Background: an optimization exercise with open tools, aiming at small area, a short achievable clock period and few clock cycles per item. Do not read the settings as production practice.
Function was checked by simulation only, so behaviour that the tests miss may differ from the original.

File: flow/run.sh
#!/bin/bash
# synth_recipe.tcl (not shown) runs the flow's synth.tcl, then flattens the netlist and writes it again
# the make line also repeats each setting of config.mk as NAME=value (left out here)
make -C /OpenROAD-flow-scripts/flow DESIGN_CONFIG=/design/flow/config.mk WORK_HOME=/design/flow/orfs CLKGATE_MAP_FILE= SYNTH_SCRIPT=/design/flow/synth_recipe.tcl finish
File: flow/config.mk
export PLATFORM = sky130hd
export DESIGN_NAME = stride_prefetch_predictor
export DESIGN_NICKNAME = stride_prefetch_predictor
export VERILOG_FILES = /design/flow/design.v
export SDC_FILE = /design/flow/constraint.sdc
export NUM_CORES = 4
export LEC_CHECK = 0
export CAP_MARGIN = 20
export CORE_MARGIN = 2
export CORE_UTILIZATION = 40
export SLEW_MARGIN = 20
File: flow/constraint.sdc
create_clock -name core_clock -period 10.0 [get_ports {clk}]
set_input_delay 2.0000 -clock core_clock [delete_from_list [all_inputs] [get_ports {clk}]]
set_output_delay 2.0000 -clock core_clock [all_outputs]
set_load 0.01 [all_outputs]
File: flow/design.v
package spp_pkg;
    localparam int PAGE_ID_BITS  = 52;
    localparam int TIME_BITS     = 48;
    localparam int STRIDE_BITS   = 32;
    localparam int TAU_BITS      = 32;
    localparam int CONF_BITS     = 4;
    localparam int DEPTH_BITS    = 4;
    localparam int BUDGET_BITS   = 16;
    localparam int CFG_ADDR_BITS = 2;
    localparam int CFG_DATA_BITS = 16;
    localparam logic [CFG_ADDR_BITS-1:0] REG_DEPTH_BUDGET   = 2'd0;
    localparam logic [CFG_ADDR_BITS-1:0] REG_CONF_THRESHOLD = 2'd1;
    localparam logic [CFG_ADDR_BITS-1:0] REG_CONF_LIMIT     = 2'd2;
    localparam logic [CFG_ADDR_BITS-1:0] REG_DEPTH_LIMIT    = 2'd3;
    localparam int TAU_OLD_WEIGHT = 85;
    localparam int TAU_NEW_WEIGHT = 15;
    localparam int TAU_DIVISOR    = 100;
    localparam int DIV_DIGIT_BITS  = 8;
    localparam int NUM_BITS        = TAU_BITS + DIV_DIGIT_BITS;
    localparam int REM_BITS        = 7;
    localparam int DIV_STEPS       = NUM_BITS / DIV_DIGIT_BITS;
    localparam int DIV_CNT_BITS    = $clog2(DIV_STEPS);
    localparam int DIV_RECIP       = 5243;
    localparam int DIV_RECIP_BITS  = 13;
    localparam int DIV_RECIP_SHIFT = 19;
    localparam int DEPTH_STEPS     = DEPTH_BITS;
    localparam int DEPTH_CNT_BITS  = $clog2(DEPTH_STEPS);
    localparam int DEPTH_CMP_BITS  = TAU_BITS + 1 + DEPTH_STEPS - 1;
    localparam int S_TDATA_BITS = ((PAGE_ID_BITS + TIME_BITS + 7) / 8) * 8;
    localparam int M_FIELD_BITS = PAGE_ID_BITS + STRIDE_BITS + DEPTH_BITS + TAU_BITS
                                  + CONF_BITS + TAU_BITS;
    localparam int M_TDATA_BITS = ((M_FIELD_BITS + 7) / 8) * 8;
    typedef struct packed {
        logic                      load;
        logic                      calc;
        logic                      div_step;
        logic                      div_last;
        logic                      depth_step;
        logic [DEPTH_CNT_BITS-1:0] depth_shift;
        logic                      finish;
    } spp_cmd_t;
    typedef struct packed {
        logic is_start;
        logic tau_update;
    } spp_status_t;
endpackage
module spp_ctrl
(
    input  logic                clk,
    input  logic                rst_n,
    input  logic                s_tvalid,
    output logic                s_tready,
    output logic                m_tvalid,
    input  logic                m_tready,
    input  spp_pkg::spp_status_t status,
    output spp_pkg::spp_cmd_t    cmd
);
    typedef enum logic [2:0]
    {
        ST_IDLE,
        ST_CALC,
        ST_DIV,
        ST_DEPTH,
        ST_FINISH
    } state_t;
    state_t                                state_reg;
    logic [spp_pkg::DIV_CNT_BITS-1:0]      div_cnt_reg;
    logic [spp_pkg::DEPTH_CNT_BITS-1:0]    depth_cnt_reg;
    logic                                  out_valid_reg;
    logic                                  out_valid_next;
    logic                                  out_free;
    assign out_free = !out_valid_reg || m_tready;
    assign s_tready = (state_reg == ST_IDLE);
    assign m_tvalid = out_valid_reg;
    assign out_valid_next = ((state_reg == ST_FINISH) && out_free) ? 1'b1
                          : (out_valid_reg && !m_tready);
    always_comb
    begin
        cmd             = '0;
        cmd.depth_shift = depth_cnt_reg;
        unique case (state_reg)
            ST_IDLE:   cmd.load = s_tvalid;
            ST_CALC:   cmd.calc = !status.is_start;
            ST_DIV:
            begin
                cmd.div_step = 1'b1;
                cmd.div_last = (div_cnt_reg == '0);
            end
            ST_DEPTH:  cmd.depth_step = 1'b1;
            ST_FINISH: cmd.finish = out_free;
            default:   cmd = '0;
        endcase
    end
    always_ff @(posedge clk or negedge rst_n)
    begin
        if (!rst_n)
        begin
            state_reg     <= ST_IDLE;
            div_cnt_reg   <= '0;
            depth_cnt_reg <= '0;
            out_valid_reg <= 1'b0;
        end
        else
        begin
            out_valid_reg <= out_valid_next;
            unique case (state_reg)
                ST_IDLE:
                begin
                    if (s_tvalid)
                    begin
                        depth_cnt_reg <= spp_pkg::DEPTH_CNT_BITS'(spp_pkg::DEPTH_STEPS - 1);
                        state_reg     <= ST_CALC;
                    end
                end
                ST_CALC:
                begin
                    if (status.is_start)
                    begin
                        state_reg <= ST_FINISH;
                    end
                    else if (status.tau_update)
                    begin
                        div_cnt_reg <= spp_pkg::DIV_CNT_BITS'(spp_pkg::DIV_STEPS - 1);
                        state_reg   <= ST_DIV;
                    end
                    else
                    begin
                        state_reg <= ST_DEPTH;
                    end
                end
                ST_DIV:
                begin
                    div_cnt_reg <= div_cnt_reg - 1'b1;
                    if (div_cnt_reg == '0)
                    begin
                        state_reg <= ST_DEPTH;
                    end
                end
                ST_DEPTH:
                begin
                    depth_cnt_reg <= depth_cnt_reg - 1'b1;
                    if (depth_cnt_reg == '0)
                    begin
                        state_reg <= ST_FINISH;
                    end
                end
                ST_FINISH:
                begin
                    if (out_free)
                    begin
                        state_reg <= ST_IDLE;
                    end
                end
                default: state_reg <= ST_IDLE;
            endcase
        end
    end
endmodule
module spp_datapath
(
    input  logic                                  clk,
    input  logic                                  rst_n,
    input  logic                                  cfg_we,
    input  logic [spp_pkg::CFG_ADDR_BITS-1:0]     cfg_addr,
    input  logic [spp_pkg::CFG_DATA_BITS-1:0]     cfg_wdata,
    input  logic                                  in_kind,
    input  logic [spp_pkg::PAGE_ID_BITS-1:0]      in_page_id,
    input  logic [spp_pkg::TIME_BITS-1:0]         in_time_us,
    input  spp_pkg::spp_cmd_t                     cmd,
    output spp_pkg::spp_status_t                  status,
    output logic                                  issue,
    output logic [spp_pkg::PAGE_ID_BITS-1:0]      base_page,
    output logic signed [spp_pkg::STRIDE_BITS-1:0] stride,
    output logic [spp_pkg::DEPTH_BITS-1:0]        depth,
    output logic [spp_pkg::TAU_BITS-1:0]          tau_us,
    output logic [spp_pkg::CONF_BITS-1:0]         confidence,
    output logic [spp_pkg::TAU_BITS-1:0]          fired_count
);
    localparam int PB  = spp_pkg::PAGE_ID_BITS;
    localparam int TB  = spp_pkg::TIME_BITS;
    localparam int SB  = spp_pkg::STRIDE_BITS;
    localparam int AB  = spp_pkg::TAU_BITS;
    localparam int CB  = spp_pkg::CONF_BITS;
    localparam int DB  = spp_pkg::DEPTH_BITS;
    localparam int BB  = spp_pkg::BUDGET_BITS;
    localparam int NB  = spp_pkg::NUM_BITS;
    localparam int RB  = spp_pkg::REM_BITS;
    localparam int GB  = spp_pkg::DIV_DIGIT_BITS;
    localparam int EB  = RB + GB;
    localparam int MB  = EB + spp_pkg::DIV_RECIP_BITS;
    localparam int XB  = spp_pkg::DEPTH_CMP_BITS;
    localparam int WIDE_BITS = 65;
    logic [BB-1:0] budget_reg;
    logic [CB-1:0] conf_threshold_reg;
    logic [CB-1:0] conf_limit_reg;
    logic [DB-1:0] depth_limit_reg;
    logic          kind_reg;
    logic [PB-1:0] page_reg;
    logic [TB-1:0] time_reg;
    logic [AB-1:0] tau_reg;
    logic          seen_reg;
    logic [TB-1:0] last_time_reg;
    logic [PB-1:0] last_page_reg;
    logic [SB-1:0] last_stride_reg;
    logic [CB-1:0] conf_reg;
    logic          pending_reg;
    logic [PB-1:0] req_base_reg;
    logic [SB-1:0] req_stride_reg;
    logic [DB-1:0] req_depth_reg;
    logic [AB-1:0] issued_reg;
    logic [NB-1:0] num_reg;
    logic [RB-1:0] rem_reg;
    logic [BB-1:0] drem_reg;
    logic [DB-1:0] quot_reg;
    logic          out_issue_reg;
    logic [PB-1:0] out_base_reg;
    logic [SB-1:0] out_stride_reg;
    logic [DB-1:0] out_depth_reg;
    logic [AB-1:0] out_tau_reg;
    logic [CB-1:0] out_conf_reg;
    logic [AB-1:0] out_fired_reg;
    logic                 time_ahead;
    logic [TB-1:0]        time_diff;
    logic [WIDE_BITS-1:0] time_diff_wide;
    logic [AB-1:0]        elapsed;
    logic [NB-1:0]        num_calc;
    logic [SB-1:0]        cur_stride;
    logic [CB-1:0]        conf_calc;
    logic [EB-1:0]        rem_ext;
    logic [MB-1:0]        recip_prod;
    logic [GB-1:0]        q_digit;
    logic [RB-1:0]        rem_next;
    logic [NB-1:0]        num_next;
    logic [AB:0]          tau_plus;
    logic [XB-1:0]        dsub;
    logic                 dge;
    logic [DB-1:0]        depth_low;
    logic [DB-1:0]        depth_clamped;
    logic                 fire;
    logic                 issue_now;
    logic [PB-1:0]        req_base_next;
    logic [SB-1:0]        req_stride_next;
    logic [DB-1:0]        req_depth_next;
    logic [AB-1:0]        issued_next;
    assign time_ahead     = time_reg > last_time_reg;
    assign time_diff      = time_reg - last_time_reg;
    assign time_diff_wide = WIDE_BITS'(time_diff);
    assign elapsed        = (time_diff_wide > WIDE_BITS'(65'h0_FFFF_FFFF)) ?
                            '1 : time_diff_wide[AB-1:0];
    assign num_calc       = NB'(tau_reg) * NB'(spp_pkg::TAU_OLD_WEIGHT)
                          + NB'(elapsed) * NB'(spp_pkg::TAU_NEW_WEIGHT);
    assign status.is_start   = kind_reg;
    assign status.tau_update = seen_reg && time_ahead;
    always_comb
    begin
        cur_stride = SB'(WIDE_BITS'(page_reg) - WIDE_BITS'(last_page_reg));
        if (cur_stride == last_stride_reg)
        begin
            conf_calc = (conf_reg < conf_limit_reg) ? conf_reg + 1'b1 : conf_limit_reg;
        end
        else
        begin
            conf_calc = (conf_reg > CB'(2)) ? conf_reg - CB'(2) : '0;
        end
    end
    assign rem_ext    = {rem_reg, num_reg[NB-1 -: GB]};
    assign recip_prod = MB'(rem_ext) * MB'(spp_pkg::DIV_RECIP);
    assign q_digit    = recip_prod[spp_pkg::DIV_RECIP_SHIFT +: GB];
    assign rem_next   = RB'(rem_ext - EB'(q_digit) * EB'(spp_pkg::TAU_DIVISOR));
    assign num_next   = {num_reg[NB-GB-1:0], q_digit};
    assign tau_plus = {1'b0, tau_reg} + (AB + 1)'(1);
    assign dsub     = XB'(tau_plus) << cmd.depth_shift;
    assign dge      = XB'(drem_reg) >= dsub;
    always_comb
    begin
        depth_low       = (quot_reg == '0) ? DB'(1) : quot_reg;
        depth_clamped   = (depth_low > depth_limit_reg) ? depth_limit_reg : depth_low;
        fire            = !kind_reg && (conf_reg >= conf_threshold_reg)
                          && (last_stride_reg != '0);
        issue_now       = fire && !pending_reg;
        req_base_next   = fire ? page_reg : req_base_reg;
        req_stride_next = fire ? last_stride_reg : req_stride_reg;
        req_depth_next  = fire ? depth_clamped : req_depth_reg;
        issued_next     = issue_now ? issued_reg + 1'b1 : issued_reg;
    end
    always_ff @(posedge clk or negedge rst_n)
    begin
        if (!rst_n)
        begin
            budget_reg         <= BB'(12000);
            conf_threshold_reg <= CB'(3);
            conf_limit_reg     <= CB'(8);
            depth_limit_reg    <= DB'(8);
        end
        else if (cfg_we)
        begin
            unique case (cfg_addr)
                spp_pkg::REG_DEPTH_BUDGET:   budget_reg         <= cfg_wdata[BB-1:0];
                spp_pkg::REG_CONF_THRESHOLD: conf_threshold_reg <= cfg_wdata[CB-1:0];
                spp_pkg::REG_CONF_LIMIT:     conf_limit_reg     <= cfg_wdata[CB-1:0];
                spp_pkg::REG_DEPTH_LIMIT:    depth_limit_reg    <= cfg_wdata[DB-1:0];
                default:                     budget_reg         <= budget_reg;
            endcase
        end
    end
    always_ff @(posedge clk or negedge rst_n)
    begin
        if (!rst_n)
        begin
            tau_reg         <= AB'(10000);
            seen_reg        <= 1'b0;
            last_time_reg   <= '0;
            last_page_reg   <= '0;
            last_stride_reg <= SB'(1);
            conf_reg        <= '0;
            pending_reg     <= 1'b0;
            req_base_reg    <= '0;
            req_stride_reg  <= '0;
            req_depth_reg   <= '0;
            issued_reg      <= '0;
        end
        else
        begin
            if (cmd.calc)
            begin
                seen_reg      <= 1'b1;
                last_time_reg <= time_reg;
                last_page_reg <= page_reg;
                conf_reg      <= conf_calc;
                if (cur_stride != last_stride_reg)
                begin
                    last_stride_reg <= cur_stride;
                end
            end
            if (cmd.div_step && cmd.div_last)
            begin
                tau_reg <= num_next[AB-1:0];
            end
            if (cmd.finish)
            begin
                req_base_reg   <= req_base_next;
                req_stride_reg <= req_stride_next;
                req_depth_reg  <= req_depth_next;
                issued_reg     <= issued_next;
                if (kind_reg)
                begin
                    pending_reg <= 1'b0;
                end
                else if (issue_now)
                begin
                    pending_reg <= 1'b1;
                end
            end
        end
    end
    always_ff @(posedge clk)
    begin
        if (cmd.load)
        begin
            kind_reg <= in_kind;
            page_reg <= in_page_id;
            time_reg <= in_time_us;
            drem_reg <= budget_reg;
            quot_reg <= '0;
        end
        if (cmd.calc)
        begin
            num_reg <= num_calc;
            rem_reg <= '0;
        end
        if (cmd.div_step)
        begin
            num_reg <= num_next;
            rem_reg <= rem_next;
        end
        if (cmd.depth_step)
        begin
            quot_reg[cmd.depth_shift] <= dge;
            if (dge)
            begin
                drem_reg <= drem_reg - dsub[BB-1:0];
            end
        end
        if (cmd.finish)
        begin
            out_issue_reg  <= issue_now;
            out_base_reg   <= req_base_next;
            out_stride_reg <= req_stride_next;
            out_depth_reg  <= req_depth_next;
            out_tau_reg    <= tau_reg;
            out_conf_reg   <= conf_reg;
            out_fired_reg  <= issued_next;
        end
    end
    assign issue       = out_issue_reg;
    assign base_page   = out_base_reg;
    assign stride      = out_stride_reg;
    assign depth       = out_depth_reg;
    assign tau_us      = out_tau_reg;
    assign confidence  = out_conf_reg;
    assign fired_count = out_fired_reg;
endmodule
module stride_prefetch_predictor
(
    input  logic                                 clk,
    input  logic                                 rst_n,
    input  logic                                 cfg_we,
    input  logic [spp_pkg::CFG_ADDR_BITS-1:0]    cfg_addr,
    input  logic [spp_pkg::CFG_DATA_BITS-1:0]    cfg_wdata,
    input  logic                                 s_tvalid,
    output logic                                 s_tready,
    input  logic [spp_pkg::S_TDATA_BITS-1:0]     s_tdata,
    input  logic                                 s_tuser,
    output logic                                 m_tvalid,
    input  logic                                 m_tready,
    output logic [spp_pkg::M_TDATA_BITS-1:0]     m_tdata,
    output logic                                 m_tuser
);
    spp_pkg::spp_cmd_t    cmd;
    spp_pkg::spp_status_t status;
    logic [spp_pkg::PAGE_ID_BITS-1:0]       base_page;
    logic signed [spp_pkg::STRIDE_BITS-1:0] stride;
    logic [spp_pkg::DEPTH_BITS-1:0]         depth;
    logic [spp_pkg::TAU_BITS-1:0]           tau_us;
    logic [spp_pkg::CONF_BITS-1:0]          confidence;
    logic [spp_pkg::TAU_BITS-1:0]           fired_count;
    spp_ctrl u_ctrl
    (
        .clk      (clk),
        .rst_n    (rst_n),
        .s_tvalid (s_tvalid),
        .s_tready (s_tready),
        .m_tvalid (m_tvalid),
        .m_tready (m_tready),
        .status   (status),
        .cmd      (cmd)
    );
    spp_datapath u_datapath
    (
        .clk         (clk),
        .rst_n       (rst_n),
        .cfg_we      (cfg_we),
        .cfg_addr    (cfg_addr),
        .cfg_wdata   (cfg_wdata),
        .in_kind     (s_tuser),
        .in_page_id  (s_tdata[spp_pkg::PAGE_ID_BITS-1:0]),
        .in_time_us  (s_tdata[spp_pkg::PAGE_ID_BITS +: spp_pkg::TIME_BITS]),
        .cmd         (cmd),
        .status      (status),
        .issue       (m_tuser),
        .base_page   (base_page),
        .stride      (stride),
        .depth       (depth),
        .tau_us      (tau_us),
        .confidence  (confidence),
        .fired_count (fired_count)
    );
    assign m_tdata = spp_pkg::M_TDATA_BITS'({fired_count, confidence, tau_us, depth,
                                             stride, base_page});
endmodule
==> results.json <==
{
  "final_hold_viol_count": 0,
  "endpoint_kind": "flop",
  "routed_wirelength_um": 111000,
  "drv.max_cap_violation_count": 0,
  "hold-worst-slack_ns": 0.468,
  "synth_area_leaders": "edfxtp_1, dfrtp_1, ha_1, fa_1, mux2_2",
  "outcome": "no timing/DRC/antenna violations",
  "gpl.final_weighted_congestion": 0.898,
  "drc": 0,
  "tritoncts.num_buffers": 74,
  "drt-pass1-iter-count": 5,
  "netlist.area_leader.share_pct": 20.1,
  "cts.reportedPaths.clkPinSlew_ns": 0.07,
  "slew-limit-headroom_pct": 27.1,
  "reg2reg_slack_ns": 0.65,
  "groute.usage.overall_pct": 19.0,
  "critPathRequiredTime_ns": 10.37,
  "synth_xor_area_share_pct": 6.14,
  "die_x_um": 341,
  "num_rows": 123,
  "arrival_ns": 9.72,
  "seq_area_frac_synth_pct": 38.0,
  "ctsHoldBuffers": 0,
  "timing.final.setup_violations": 0,
  "ys_ff_latch": 632,
  "slowest_stage": "or4b_2",
  "fin_nets": 5527,
  "syn_avg_cell_area_um2": 10.0,
  "count_of_input_and_output_buffers": 282,
  "layout_worst_path_cycle_share_pct": 93.5,
  "hold_wc_path_type": "flop to flop",
  "clock_skew_ns": 0.0395,
  "setup_total_negative_slack_ns": 0,
  "route.vias.total": 32600,
  "synth_largest_area_cell": "edfxtp_1",
  "yosys.area_share.simple_pct": 11.2,
  "worstSetupPathType": "flop to flop",
  "avgViaCountPerCell": 5.12,
  "holdCritStartpoint": "u_ctrl.div_cnt_reg[0]",
  "grt-ovfl-total": 0,
  "min_period_ns": 9.35,
  "hold_end": "u_ctrl.div_cnt_reg[0]",
  "r2r_depth": 36,
  "number_of_antenna_violations_at_the_first_check_in_global_routing": 4,
  "postSynth.asyncResetShare_pct": 48.6,
  "synth-warning-count": 2,
  "chipHeight_um": 341,
  "hold-path-cell-count": 1,
  "slew_viol_final": 0,
  "synth_edf_count": 305,
  "io-pin-count": 291,
  "dp_hpwl_um": 84000,
  "clkSinkCount": 632,
  "first_global_vias": 32400,
  "insertion_delay_ns": 0.67,
  "synth.cell_area_um2": 45500,
  "cp_slowest_stage_delay_ns": 0.69,
  "crit-reg2reg-launch": "u_datapath.time_reg[17]",
  "path_max_fanout": 30,
  "post_route_cells_drive_above_1_share_pct": 9.86,
  "drt_iter0_drc": 2229,
  "synth_top_family_by_area": "adder cells",
  "cts_tree": "built",
  "destination_of_the_worst_register_to_register_timing_path": "u_datapath.num_reg[38]",
  "synth_compound_gate_area_share_pct": 12.7,
  "htree_num_levels": 3,
  "grt_first_pass_wirelength_um": 178000,
  "syn_inst": 4546,
  "synth.lib_cells_used.distinct": 99,
  "die_area_um2": 116000,
  "slew_at_the_pin_closest_to_its_max_slew_limit_ns": 1.09,
  "synthMuxAreaShare_pct": 6.35,
  "floorplan.initialDensity_pct": 40.4,
  "route.antenna.remaining_nets": 0,
  "ctsLongestPathBuffers": 3,
  "floorplan.core_area_um2": 113000,
  "post_synth_fa_ha_maj_area_fraction_pct": 19.2,
  "synth_ff_type": "edfxtp_1",
  "cts-root-buf": "clkbuf_16",
  "timing.critical_path.from_type": "flop",
  "timing.fmax_mhz": 107,
  "post_drt_wl_per_cell_um": 17.3,
  "syn2layout_area_growth_pct": 15.9,
  "grt_max_degree": 123
}
stage by stage:
| step | setup WS, ns | cells | cell area, µm² | utilization, % |
|---|---|---|---|---|
| after floorplan | 0.735 | 4549 | 45500 | - |
| after global placement | 0.270 | 6241 | 50100 | 44.4 |
| after detailed placement | 0.140 | 6241 | 50100 | 44.4 |
| after CTS | 0.128 | 6379 | 52600 | 46.7 |
| after global routing | -0.0156 | 6381 | 52700 | 46.8 |
| final | 0.653 | 6381 | 52700 | 46.8 |
cells in the final DEF (no fill, tap or decap), types with 64 or more instances in the layout:
cell type / n
inv_1: 607
ha_1: 403
nand2_1: 362
edfxtp_1: 305
dfrtp_1: 290
clkdlybuf4s50_1: 281
nor2_1: 268
o21ai_0: 266
a21oi_1: 249
mux2_2: 207
xnor2_1: 192
fa_1: 179
xor2_1: 98
a21o_1: 98
nand3_1: 84
clkbuf_16: 75
buf_4: 64
area by class of cell:
cell class,count,area [µm²]
fill,10600,59900
clock inverter,34,482
clock buffer,104,2070
timing repair buffer,347,3320
inverter,612,2310
multi-input combinational,3150,25400
antenna,2,5.00
tap,1500,1880
sequential,632,17300
worst max-delay path by stage:
stage	from	to	slack, ns	depth (start not counted)
floorplan	u_datapath.time_reg[14]	u_datapath.num_reg[38]	0.74	36
global placement	u_datapath.time_reg[6]	u_datapath.num_reg[38]	0.27	38
detailed placement	u_datapath.time_reg[6]	u_datapath.num_reg[38]	0.14	38
CTS	u_datapath.time_reg[6]	u_datapath.num_reg[38]	0.13	38
global route	u_datapath.time_reg[17]	u_datapath.num_reg[38]	-0.02	38
finish	u_datapath.time_reg[17]	u_datapath.num_reg[38]	0.65	36
routing by layer:
| metal | wire [µm] | track usage, % | vias up | share of wire [%] |
|---|---|---|---|---|
| met3 | 3810 | 2.32 | 144 | 3.4 |
| li1 | - | - | 16200 | - |
| met2 | 50700 | 30.2 | 565 | 46 |
| met4 | 3140 | 5.97 | 4 | 2.8 |
| met5 | 27 | 0 | - | 0.024 |
| met1 | 53000 | 27.1 | 15700 | 48 |
repair_timing:
action                                  CTS  global route
gates resized for setup                   0            25
buffers inserted                          0             0
endpoints found under the setup margin    0            12
cell families after synthesis:
family,count (synthesis)
AND/OR/NAND/NOR,1074
AO/OA/AOI/OAI,926
buffers and inverters,767
flip-flops,632
adder cells (fa/ha/maj),591
XOR/XNOR,301
multiplexers,254
other,1
cells in the mapped netlist (29+ instances only):
cell type,count
o21ai_0,269
a21o_1,98
xnor2_1,192
a31oi_1,31
o211ai_1,29
fa_1,179
ha_1,403
nand2_1,364
edfxtp_1,305
nor3_1,55
mux2_2,207
nand2b_1,53
o21a_1,38
a21oi_1,252
nor2b_1,52
xor2_1,98
nand3_1,84
nand4_1,51
nor2_1,270
a211oi_1,29
dfrtp_1,290
inv_1,607
mux2i_1,30
clkbuf_1,121
worst max-delay path, delay by kind of cell (launching register included):
kind	cells	cell delay (ns)
fa+ha+maj	5	2.03
buf+inv	3	0.58
compound gates	18	3.52
flops	1	0.40
xor+xnor	2	0.29
simple gates	8	2.24
Testbench counts, summed over its fixed seeds: cycles 37,306, items 3,200.

==> what the ideal ports hide <==
How much do the figures lean on ideal ports? The routed layout below was timed once more, with nothing changed but the port constraints.
Step 1 sets driving cells, clkbuf_16 on the clock port and buf_2 on the other inputs (assumed; they add their load-dependent delay and slew).
Step 2 moves the port delays by t, midway between the first and last clock arrival at a register: inputs arrive t later, outputs are due t later. That takes back most of the time a late clock gives input paths.
a / b / c = no drivers / after step 1 / after step 2; a / b = the first two.
t (ns): 0.714
slack for setup (ns): 0.653 / 0.653 / 0.653
clock arrival spread, ns: 0.045 / 0.044
After both steps setup and hold are still met in this run. For this run, drivers alone change the setup slack by 0.000 ns; drivers and shift together by 0.000 ns.
